Source: an optimization exercise on an open RTL-to-GDS flow (aim: small area). Production flows keep margins and buffers that such runs may drop. Only simulation tests tie the RTL to the original design; equivalence was not proved. Power is estimated from default activity; no workload was simulated.

===== design/flow/config.mk =====
export PLATFORM = sky130hd
export DESIGN_NAME = arf_top
export DESIGN_NICKNAME = arf_top
export VERILOG_FILES = /design/flow/design.v
export SDC_FILE = /design/flow/constraint.sdc
export NUM_CORES = 4
export LEC_CHECK = 0
export CAP_MARGIN = 40
export CORE_MARGIN = 2
export CORE_UTILIZATION = 30
export SLEW_MARGIN = 50

===== design/flow/constraint.sdc =====
create_clock -name core_clock -period 6.5 [get_ports {clk}]
set_input_delay 1.3000 -clock core_clock [delete_from_list [all_inputs] [get_ports {clk}]]
set_output_delay 1.3000 -clock core_clock [all_outputs]
set_load 0.01 [all_outputs]

===== design/flow/design.v =====
package arf_pkg;
   localparam int DATA_WIDTH = 32;
   localparam int REG_COUNT = 32;
   typedef logic [$clog2(REG_COUNT)-1:0] reg_idx_t;
   typedef logic [DATA_WIDTH-1:0] data_t;
endpackage
package rename_pkg;
   localparam int TAG_WIDTH = 6;    
   localparam int SPEC_DEPTH = 5;   
   typedef logic [TAG_WIDTH-1:0] rename_tag_t;
   typedef struct packed {
      logic busy;
      rename_tag_t tag;
   } rename_entry_t;
endpackage
`timescale 1ns/10ps
module arch_regfile
(
   input  logic     clk,
   input  logic     reset,
   input  arf_pkg::reg_idx_t raddr1,
   input  arf_pkg::reg_idx_t raddr2,
   output arf_pkg::data_t    rdata1,
   output arf_pkg::data_t    rdata2,
   input  logic     we,
   input  arf_pkg::reg_idx_t waddr,
   input  arf_pkg::data_t    wdata
);
   arf_pkg::data_t mem [arf_pkg::REG_COUNT];
   logic write_ok;
   assign write_ok = we && !reset && (waddr != '0);
   always_ff @(posedge clk) begin
      if (write_ok) begin
         mem[waddr] <= wdata;
      end
   end
   assign rdata1 = (raddr1 == '0) ? '0 : mem[raddr1];   
   assign rdata2 = (raddr2 == '0) ? '0 : mem[raddr2];
endmodule
`timescale 1ns/10ps
module rename_update
#(
   parameter int NUM_SPEC = rename_pkg::SPEC_DEPTH
)
(
   input  logic                     disp_we,
   input  arf_pkg::reg_idx_t                 disp_reg,
   input  logic [NUM_SPEC-1:0]      disp_freeze,
   input  logic                     com_we,
   input  arf_pkg::reg_idx_t                 com_reg,
   input  rename_pkg::rename_tag_t              com_tag,
   input  rename_pkg::rename_tag_t [NUM_SPEC:0] com_tags_at_reg,
   output logic [NUM_SPEC:0]        set_en,
   output logic [NUM_SPEC:0]        clear_en
);
   logic same_reg;
   assign set_en = disp_we ? {~disp_freeze, 1'b1} : '0;
   assign same_reg = (disp_reg == com_reg);
   always_comb begin
      for (int i = 0; i <= NUM_SPEC; i++) begin
         clear_en[i] = com_we
                       && (com_tags_at_reg[i] == com_tag)
                       && !(set_en[i] && same_reg);
      end
   end
endmodule
`timescale 1ns/10ps
module rename_checkpoints
#(
   parameter int NUM_SPEC = rename_pkg::SPEC_DEPTH
)
(
   input  logic                     clk,
   input  logic                     reset,
   input  arf_pkg::reg_idx_t                 rs1,
   input  arf_pkg::reg_idx_t                 rs2,
   output rename_pkg::rename_entry_t            rs1_entry,
   output rename_pkg::rename_entry_t            rs2_entry,
   input  arf_pkg::reg_idx_t                 disp_reg,
   input  rename_pkg::rename_tag_t              disp_tag,
   input  arf_pkg::reg_idx_t                 com_reg,
   output rename_pkg::rename_tag_t [NUM_SPEC:0] com_tags_at_reg,
   input  logic [NUM_SPEC:0]        set_en,
   input  logic [NUM_SPEC:0]        clear_en,
   input  logic                     br_success,
   input  logic                     br_miss,
   input  logic [NUM_SPEC-1:0]      br_spectag
);
   localparam int NREG = arf_pkg::REG_COUNT;
   localparam int TW = rename_pkg::TAG_WIDTH;
   logic [NUM_SPEC:0][NREG-1:0]         busy_q;
   logic [NUM_SPEC:0][NREG-1:0][TW-1:0] tag_q;
   logic [NREG-1:0] master_busy_cleared;
   logic sel_hit;
   logic [$clog2(NUM_SPEC+1)-1:0] sel_idx;    
   always_comb begin
      sel_hit = 1'b0;
      sel_idx = 0;
      for (int k = 0; k < NUM_SPEC; k++) begin
         if (br_spectag[k]) begin
            sel_hit = 1'b1;
            sel_idx = ($clog2(NUM_SPEC+1))'(k + 1);
         end
      end
   end
   always_comb begin
      master_busy_cleared = busy_q[0];
      for (int r = 0; r < NREG; r++) begin
         if (clear_en[0] && (com_reg == r)) begin
            master_busy_cleared[r] = 1'b0;
         end
      end
   end
   always_ff @(posedge clk) begin
      if (reset) begin
         busy_q <= '0;
         tag_q  <= '0;
      end else if (br_success) begin
         for (int i = 0; i <= NUM_SPEC; i++) begin
            for (int r = 0; r < NREG; r++) begin
               if (clear_en[i] && (com_reg == r)) begin
                  busy_q[i][r] <= 1'b0;
               end
            end
         end
         for (int i = 1; i <= NUM_SPEC; i++) begin
            if (sel_hit && (sel_idx == i)) begin
               busy_q[i] <= master_busy_cleared;   
               tag_q[i]  <= tag_q[0];
            end
         end
      end else if (br_miss) begin
         if (sel_hit) begin
            for (int i = 0; i <= NUM_SPEC; i++) begin
               busy_q[i] <= busy_q[sel_idx];
               tag_q[i]  <= tag_q[sel_idx];
            end
         end
      end else begin
         for (int i = 0; i <= NUM_SPEC; i++) begin
            for (int r = 0; r < NREG; r++) begin
               if (clear_en[i] && (com_reg == r)) begin
                  busy_q[i][r] <= 1'b0;
               end
               if (set_en[i] && (disp_reg == r)) begin
                  busy_q[i][r] <= 1'b1;
                  tag_q[i][r]  <= disp_tag;
               end
            end
         end
      end
   end
   always_comb begin
      for (int i = 0; i <= NUM_SPEC; i++) begin
         com_tags_at_reg[i] = tag_q[i][com_reg];
      end
   end
   assign rs1_entry.busy = busy_q[0][rs1];
   assign rs1_entry.tag  = tag_q[0][rs1];
   assign rs2_entry.busy = busy_q[0][rs2];
   assign rs2_entry.tag  = tag_q[0][rs2];
endmodule
`timescale 1ns/10ps
module arf_top
#(
   parameter int NUM_SPEC = rename_pkg::SPEC_DEPTH
)
(
   input  logic                clk,
   input  logic                reset,
   input  arf_pkg::reg_idx_t            rs1,
   input  arf_pkg::reg_idx_t            rs2,
   output arf_pkg::data_t               rs1_data,
   output arf_pkg::data_t               rs2_data,
   output rename_pkg::rename_tag_t         rs1_tag,
   output rename_pkg::rename_tag_t         rs2_tag,
   output logic                rs1_busy,
   output logic                rs2_busy,
   input  logic                disp_we,
   input  arf_pkg::reg_idx_t            disp_reg,
   input  rename_pkg::rename_tag_t         disp_tag,
   input  logic [NUM_SPEC-1:0] disp_freeze,
   input  logic                com_we,
   input  arf_pkg::reg_idx_t            com_reg,
   input  arf_pkg::data_t               com_data,
   input  rename_pkg::rename_tag_t         com_tag,
   input  logic                br_success,
   input  logic                br_miss,
   input  logic [NUM_SPEC-1:0] br_spectag
);
   rename_pkg::rename_entry_t            rs1_entry;
   rename_pkg::rename_entry_t            rs2_entry;
   rename_pkg::rename_tag_t [NUM_SPEC:0] com_tags_at_reg;
   logic [NUM_SPEC:0]        set_en;
   logic [NUM_SPEC:0]        clear_en;
   arch_regfile regfile (
      .clk    (clk),
      .reset  (reset),
      .raddr1 (rs1),
      .raddr2 (rs2),
      .rdata1 (rs1_data),
      .rdata2 (rs2_data),
      .we     (com_we),
      .waddr  (com_reg),
      .wdata  (com_data)
   );
   rename_update #(.NUM_SPEC(NUM_SPEC)) update (
      .disp_we         (disp_we),
      .disp_reg        (disp_reg),
      .disp_freeze     (disp_freeze),
      .com_we          (com_we),
      .com_reg         (com_reg),
      .com_tag         (com_tag),
      .com_tags_at_reg (com_tags_at_reg),
      .set_en          (set_en),
      .clear_en        (clear_en)
   );
   rename_checkpoints #(.NUM_SPEC(NUM_SPEC)) rt (
      .clk             (clk),
      .reset           (reset),
      .rs1             (rs1),
      .rs2             (rs2),
      .rs1_entry       (rs1_entry),
      .rs2_entry       (rs2_entry),
      .disp_reg        (disp_reg),
      .disp_tag        (disp_tag),
      .com_reg         (com_reg),
      .com_tags_at_reg (com_tags_at_reg),
      .set_en          (set_en),
      .clear_en        (clear_en),
      .br_success      (br_success),
      .br_miss         (br_miss),
      .br_spectag      (br_spectag)
   );
   assign rs1_tag  = rs1_entry.tag;
   assign rs1_busy = rs1_entry.busy;
   assign rs2_tag  = rs2_entry.tag;
   assign rs2_busy = rs2_entry.busy;
endmodule

===== design/flow/run.sh =====
#!/bin/bash
# synth_recipe.tcl (not shown) runs the flow's synth.tcl, then flattens the netlist and writes it again
# the make line also repeats each setting of config.mk as NAME=value (left out here)
make -C /OpenROAD-flow-scripts/flow DESIGN_CONFIG=/design/flow/config.mk WORK_HOME=/design/flow/orfs CLKGATE_MAP_FILE= SYNTH_SCRIPT=/design/flow/synth_recipe.tcl finish

==> summary.txt <==
Critical path
  – Worst Reg-to-Reg Cells: 13
  – Worst reg2reg path endpoint: rt.busy_q[38]
  – CP Launch Point: rs1[1]
  – Worst path required time: 5.20 ns
  – R2R Setup Slk: 2.04 ns
  – WS Path Type: in2out
  – CP Max Fanout: 33
  – R2R Path Start: rt.tag_q[441]
  – Arrival @ worst endpoint: 4.88 ns
  – Critical path launch point type: input pin
  – Nature of the critical path endpoint: output pin

STA
  – Max_slew headroom: 44.88%
  – Slew Viols, Final: 0
  – Worst Slack Setup Final: 0.3213 ns
  – Final setup viols: 0
  – Period utilization: 95.06%
  – Crit path time final: 6.179 ns
  – Clk_skew: 0.09535 ns
  – Upper clock frequency limit: 0.1618 GHz
  – Slew @ Worst Pin: 0.8259 ns
  – Unrepaired setup endpoints after global routing: false
  – Hold Violations, Final: 0
  – Final setup TNS: 0 ns

Floorplan
  – Initial Util: 30.07%
  – Die W: 704.0 um
  – Rows: 257
  – Die ar.: 495600 um2
  – Core area: 488800 um2
  – IO Count: 158
  – Die Y: 704.0 um

Pwr
  – Leak Pwr: 62.28 nW
  – Worst VDD drop: 0.2411 mV
  – Pwr Density: 239.0 nW/um2

Logic synthesis
  – Post-synthesis cell type count: 83
  – Syn avg cell area: 12.24 um2
  – Simple logic cell fraction of the synthesized area: 7.610%
  – Commonest register cell after synthesis: dfxtp_1
  – Adder-cell share of the synthesized area: 0.1328%
  – Asr flop ratio synth: 0%
  – Mapped Area: 147000 um2
  – Multiplexer share of the synthesized area: 40.27%
  – Yosys warns: 3
  – Synth Area in XOR/XNOR: 0.3260%
  – Top cells by area, synth: mux4_2 (26%), edfxtp_1 (21%), dfxtp_1 (18%), mux2i_1 (12%), nor2_1 (3.9%)
  – Synth top area share: 26.02%
  – Post-synth net total: 12100
  – EDFF count, synth: 1024
  – Area leader, netlist: mux4_2
  – Mapped Cells: 12010
  – Synth Register Bits: 2368
  – Post-synthesis sequential area ratio: 39.23%
  – Compound-Gate Fraction of Synth Area: 9.045%
  – Largest family of logic cells by synthesized area: multiplexers

Cells and area
  – Area delta synth->final: 15.24%
  – Fillcell total: 47700
  – Commonest non-fill, non-tap cell in the layout: mux2i_1
  – Layout cells sized above 1: 28.22%
  – Footprint of the multi-input gates: 85450 um2
  – Reg area: 57660 um2
  – Commonest non-fill, non-tap cells in the layout: mux2i_1 (1774), mux4_2 (1698), nor2_1 (1468)
  – # nets final: 12200

Worst hold path
  – Worst Hold Class: reg2reg
  – Hold Crit Start: rt.busy_q[120]
  – Endpoint, Worst Hold: rt.busy_q[120]
  – Hold depth: 2

Status
  – Outcome: finished clean

Clock network
  – Clock Path Buffers: 4
  – Setup Fix Bufs, Post-CTS: 0
  – Clk sink count: 2368
  – Clock-pin slew on the worst setup and hold paths: 0.05 ns
  – PostCTS Resize Cnt: 0
  – Clk Latency, worst-skew pair: 1.00 ns
  – CTS H-Tree Depth: 5
  – Cts hold-fix bufs: 0
  – CTS buffer count: 274
  – Root buffer cell: clkbuf_16
  – CTS tree: yes

Global route
  – Antenna violations before repair: 79
  – First-pass GRT wire length: 947.9 mm
  – Tot GR Track Use: 26.68%
  – GR Overflow Total: 0
  – Vias in the first global route: 113300
  – Pin count of the biggest net entering global routing: 146

Drt
  – WL final: 689.2 mm
  – 1st-iter DRT viols: 18920
  – Routed vias: 121500
  – First-pass DRT Iterations: 8
  – Vias/cell: 6.452
  – DRT antenna net count: 0
  – Drc violations: 0
  – Drt wl/cell: 36.61 um

Placement
  – Worst slack at placement: -0.3940 ns
  – Gpl congestion: 1.046
  – DPL Wire Length: 483.0 mm
  – IO buf count: 157

Job
  – Max-cap violations: 0
-- state kept, by name, summed over array words and instances (netlist names) --
register and count:
rt.tag_q 1152, rt.busy_q 192, regfile.mem 1024
-- through the flow --
| stage | instance area (um2) | hold slack, ns | util (%) | instances | total power, mW |
|---|---|---|---|---|---|
| finish | 169400 | 0.4753 | 34.66 | 18830 | 40.48 |
| CTS | 169200 | 0.4724 | 34.61 | 18790 | 40.34 |
| global route | 169300 | 0.5069 | 34.64 | 18800 | 41.36 |
| detailed placement | 160200 | 0.4624 | 32.79 | 18300 | 24.81 |
| global placement | 159400 | 0.4535 | 32.61 | 18280 | 24.75 |
| floorplan | 147000 | 0.4431 | - | 12010 | 21.25 |
-- how the worst max path moves through the flow --
stage / end / cells after the start
finish: rs1_tag[2] / 9
global placement: rt.busy_q[139] / 19
floorplan: rt.busy_q[180] / 24
detailed placement: rt.busy_q[141] / 18
CTS: rs1_tag[2] / 9
global route: rt.busy_q[106] / 19
-- layer usage --
layer / routed length (um) / share of wire, % / GRT usage, %
met5: 312 / 0.045 / 0
met2: 294300 / 43 / 39.31
met3: 85950 / 12 / 7.202
met1: 256200 / 37 / 34.79
met4: 52510 / 7.6 / 16.59
-- cells in the mapped netlist (all sizes together), types with 26 or more instances --
library cell	instances
a22oi	26
nor3	87
inv	31
nand2b	35
edfxtp	1024
mux2	283
a2111oi	26
a221oi	96
nor2	1532
o31ai	37
clkbuf	710
and3	37
a31oi	43
nand2	778
a211oi	104
o221ai	52
a21o	230
o21ai	608
o22ai	88
nand3	138
o211ai	78
a311oi	36
mux4	1698
xor2	30
o22a	34
buf	377
o311ai	27
dfxtp	1344
nand4	36
a21oi	202
o41ai	27
mux2i	1775
-- worst max-delay path, cell delays in order --
cell and delay [ns]:
buf_8 0.37, buf_4 0.56, mux4_2 0.47, mux2_2 0.29, a221oi_1 0.68, buf_4 0.24
a21oi_1 0.07, buf_4 0.23, clkdlybuf4s50_1 0.50
-- power by group --
group          total [mW]  switching (mW)  internal, mW
sequential           16.6           0.727          15.9
combinational        8.20            4.92          3.27
clock                15.7            6.90          8.79
total                40.5            12.5          27.9
-- cell families (layout without fill, tap and decap cells) --
family / after synthesis / after routing
mux: 3756 / 3756
flops: 2368 / 2368
simple gates: 2750 / 2750
fa+ha+maj: 15 / 15
other cells: 0 / 36
buf+inv: 1120 / 1430
xor+xnor: 53 / 53
compound gates: 1945 / 1945
-- cell type report --
| type | instances | share of cell area [%] |
|---|---|---|
| antenna | 36 | 0.05318 |
| clock buffer | 347 | 4.400 |
| clock inverter | 140 | 0.8583 |
| inverter | 33 | 0.07977 |
| multi-input combinational | 8519 | 50.44 |
| sequential | 2368 | 34.04 |
| tap | 6475 | 4.783 |
| timing repair buffer | 910 | 5.344 |

-- re-timing with driven ports --
The results above use ideal ports. As a check the final layout listed here was re-extracted and re-timed, cells and wires unchanged.
Step 1 assumes that a clkbuf_16 drives the clock port and a buf_2 every other input.
Step 2 also shifts input and output timing later by t, the mid clock arrival at the registers, as if the neighbouring blocks saw the same clock.
Three values: no drivers, after step 1, after step 2; two values: the first two.
t (ns): 1.073
slack for setup (ns): 0.321 / 0.272 / -0.481
slew at the worst register clock pin (ns): 0.07 / 0.07
worst slew at a driven data input, ns: 0.22
Met with ideal ports but missed after step 2: setup timing in this run. The setup slack of this run moves by -0.049 ns with the drivers and by -0.802 ns with both steps.
